This design comes from an exercise in tuning for small area and a short achievable clock period on the open sky130 flow, not from production work. In this exercise RTL edits were held to simulation tests only and were not proved equivalent to the original. Power figures rest on the tool's default switching activity, not on a simulated workload.

Design decode_stage_pipe, start of the top module:
module decode_stage_pipe #(
  parameter int unsigned DATA_WIDTH  = 32,
  parameter int unsigned INSTRUCTION = 32,
  parameter int unsigned ALU_CONTROL = 4,
  parameter int unsigned NUM_REGS    = 32
) (
  input  logic                   clk,
  input  logic                   rst,
  input  logic                   flush,
  input  logic                   in_valid,
  output logic                   in_ready,
  input  logic [INSTRUCTION-1:0] in_instr,
  input  logic                   wb_en,
  input  logic [4:0]             wb_rd,
  input  logic [DATA_WIDTH-1:0]  wb_data,
  output logic                   out_valid,
  input  logic                   out_ready,
  output logic [ALU_CONTROL-1:0] out_alu_control,
  output logic [DATA_WIDTH-1:0]  out_opa,
  output logic [DATA_WIDTH-1:0]  out_opb,
  output logic [DATA_WIDTH-1:0]  out_store_data,
  output logic [4:0]             out_rd,
  output logic                   out_reg_write,
  output logic                   out_load,
  output logic                   out_store,
  output logic                   out_mem_en,
  output logic [1:0]             out_mem_to_reg,
  output logic                   out_illegal
);
  localparam logic [3:0] ALU_ADD = 4'b0000, ALU_SUB = 4'b0001, ALU_SLL = 4'b0010,
                         ALU_SLT = 4'b0011, ALU_SLTU = 4'b0100, ALU_XOR = 4'b0101,
                         ALU_SRL = 4'b0110, ALU_SRA = 4'b0111, ALU_OR = 4'b1000,
                         ALU_AND = 4'b1001;
  localparam logic [6:0] OP_R = 7'b0110011, OP_I = 7'b0010011, OP_L = 7'b0000011,
  ...
Size in the first run: ~3600 cells after synthesis, roughly 190 I/O pins.
make LEC_CHECK=0 CAP_MARGIN=20 CORE_MARGIN=2 CORE_UTILIZATION=60 CTS_CLUSTER_DIAMETER=80 CTS_CLUSTER_SIZE=20 SETUP_SLACK_MARGIN=3.0 SLEW_MARGIN=20 SYNTH_HIERARCHICAL=1 TNS_END_PERCENT=0 finish   # period 5.0 ns
run.sh (not shown) runs the stock make flow with config.mk's settings and CLKGATE_MAP_FILE= SYNTH_SCRIPT=/design/flow/synth_recipe.tcl, a recipe that flattens the netlist after the stock synthesis.
The baseline went through all stages and came out clean.
==> next run, changes <==
==> flow/flow/run.sh (new file) <==
#!/bin/bash
set -o pipefail
export BUFFER_PORTS_ARGS="-buffer_cell sky130_fd_sc_hd__buf_2"
cp standard.sh standard_copy.log 2>/dev/null
bash standard.sh > standard.log 2>&1
==> flow/standard.sh (new file) <==
#!/bin/bash
# synth_recipe.tcl (not shown) runs the flow's synth.tcl, then flattens the netlist and writes it again
# the make line also repeats each setting of config.mk as NAME=value (left out here)
make -C /OpenROAD-flow-scripts/flow DESIGN_CONFIG=/design/flow/config.mk WORK_HOME=/design/flow/orfs CLKGATE_MAP_FILE= SYNTH_SCRIPT=/design/flow/synth_recipe.tcl "${@:-finish}"
removed: flow/run.sh
Effect: Worst setup slack is worse by 22 ps; core utilization goes down by 2.5 points; synthesized area is unchanged; routed wire length goes down by 4.1%; via count drops by 2.4%; critical path depth falls by 1; final area decreases by 3.6%; final cell count went down by 1.5%; clock power hardly moves; register-to-register slack loses 60 ps.

* * *

the baseline:
Another version of the RTL of decode_stage_pipe (not shown whole).
For scale: roughly 3,600 cells after synthesis, ~1,100 flip-flops, about 190 I/O pins, roughly 0.043 sq mm of cells after synthesis.
==> flow/design.v (excerpt) <==
module decode_stage_pipe #(
  parameter int unsigned DATA_WIDTH  = 32,
  parameter int unsigned INSTRUCTION = 32,
  parameter int unsigned ALU_CONTROL = 4,
  parameter int unsigned NUM_REGS    = 32
) (
  input  logic                   clk,
  input  logic                   rst,
  input  logic                   flush,
  input  logic                   in_valid,
  output logic                   in_ready,
  input  logic [INSTRUCTION-1:0] in_instr,
  input  logic                   wb_en,
  input  logic [4:0]             wb_rd,
  input  logic [DATA_WIDTH-1:0]  wb_data,
  output logic                   out_valid,
  input  logic                   out_ready,
  output logic [ALU_CONTROL-1:0] out_alu_control,
  output logic [DATA_WIDTH-1:0]  out_opa,
  output logic [DATA_WIDTH-1:0]  out_opb,
  output logic [DATA_WIDTH-1:0]  out_store_data,
  output logic [4:0]             out_rd,
  output logic                   out_reg_write,
  output logic                   out_load,
  output logic                   out_store,
  output logic                   out_mem_en,
  output logic [1:0]             out_mem_to_reg,
  output logic                   out_illegal
);
  ...
==> flow/config.mk <==
export PLATFORM = sky130hd
export DESIGN_NAME = decode_stage_pipe
export DESIGN_NICKNAME = decode_stage_pipe
export VERILOG_FILES = /design/flow/design.v
export SDC_FILE = /design/flow/constraint.sdc
export NUM_CORES = 4
export LEC_CHECK = 0
export CAP_MARGIN = 20
export CORE_MARGIN = 2
export CORE_UTILIZATION = 60
export CTS_BUF_LIST = sky130_fd_sc_hd__clkbuf_8
export CTS_CLUSTER_DIAMETER = 60
export CTS_CLUSTER_SIZE = 14
export SETUP_SLACK_MARGIN = 2.1
export SLEW_MARGIN = 20
export SYNTH_HIERARCHICAL = 1
export TNS_END_PERCENT = 100
==> flow/constraint.sdc <==
create_clock -name core_clock -period 5.0 [get_ports {clk}]
set_input_delay 1.0000 -clock core_clock [delete_from_list [all_inputs] [get_ports {clk}]]
set_output_delay 1.0000 -clock core_clock [all_outputs]
set_load 0.01 [all_outputs]
standard.sh (not shown) runs the stock make flow with config.mk's settings and CLKGATE_MAP_FILE= SYNTH_SCRIPT=/design/flow/synth_recipe.tcl, a recipe that flattens the netlist after the stock synthesis.
==> flow/flow/run.sh <==
#!/bin/bash
set -o pipefail
export BUFFER_PORTS_ARGS="-buffer_cell sky130_fd_sc_hd__buf_2"
cp standard.sh standard_copy.log 2>/dev/null
bash standard.sh > standard.log 2>&1
For the candidate, these inputs were changed with respect to the baseline:
# the baseline
export LEC_CHECK = 0
export CAP_MARGIN = 20
export CORE_MARGIN = 2
export CORE_UTILIZATION = 60
export CTS_BUF_LIST = sky130_fd_sc_hd__clkbuf_8
export CTS_CLUSTER_DIAMETER = 60
export CTS_CLUSTER_SIZE = 14
export SETUP_SLACK_MARGIN = 2.1
export SLEW_MARGIN = 20
export SYNTH_HIERARCHICAL = 1
export TNS_END_PERCENT = 100
create_clock -name core_clock -period 5.0 [get_ports {clk}]
# the candidate
export LEC_CHECK = 0
export CAP_MARGIN = 20
export CORE_MARGIN = 2
export CORE_UTILIZATION = 60
export CTS_BUF_LIST = sky130_fd_sc_hd__clkbuf_8
export CTS_CLUSTER_DIAMETER = 60
export CTS_CLUSTER_SIZE = 14
export SETUP_SLACK_MARGIN = 3.0
export SLEW_MARGIN = 20
export SYNTH_HIERARCHICAL = 1
export TNS_END_PERCENT = 0
create_clock -name core_clock -period 5.0 [get_ports {clk}]
==> notes.md <==
Comparing the two runs side by side, the candidate comes out ahead of the baseline on post-layout total power. The baseline vs the candidate, capture point of the worst path: fld_q[60] vs opb_q[26]. Of the baseline and the candidate, the candidate shows the lower count of inserted antenna diode cells, with the baseline above it. Final HPWL from detailed placement ends up lower on the candidate. | proportion of power drawn by the clock network | the baseline vs the candidate | ≈ equal |.

static timing again, ports no longer ideal:
How much do the figures lean on ideal ports? The routed layouts below were timed once more, with nothing changed but the port constraints.
Step 1, drivers: a clkbuf_16 drives clk and a buf_2 each remaining input, both assumed.
Step 2 times the ports against the registers' clock, not the clock port: input delays grow and output delays shrink by t, the midpoint of the rising clock arrivals with the driver on.
Slacks: no drivers / after step 1 / after step 2; pairs: no drivers / after step 1.
run	t (ns)	setup slack, ns	hold slack, ns	worst setup path after step 2	pins driven straight from the clock port
the first run of note 1	0.735	1.521 / 1.544 / 0.809	0.488 / 0.488 / 0.488	input to register	1
the second run of note 1	0.744	1.499 / 1.541 / 0.797	0.375 / 0.333 / 0.486	input to register	1
the baseline	0.863	1.800 / 1.843 / 0.980	0.330 / 0.287 / 0.486	input to register	1
the candidate	0.830	1.778 / 1.801 / 0.971	0.339 / 0.304 / 0.483	input to register	1
After both steps setup and hold are still met in every run listed. The setup slack of the baseline, which loses most, moves by +0.043 ns with the drivers and by -0.820 ns with both steps.
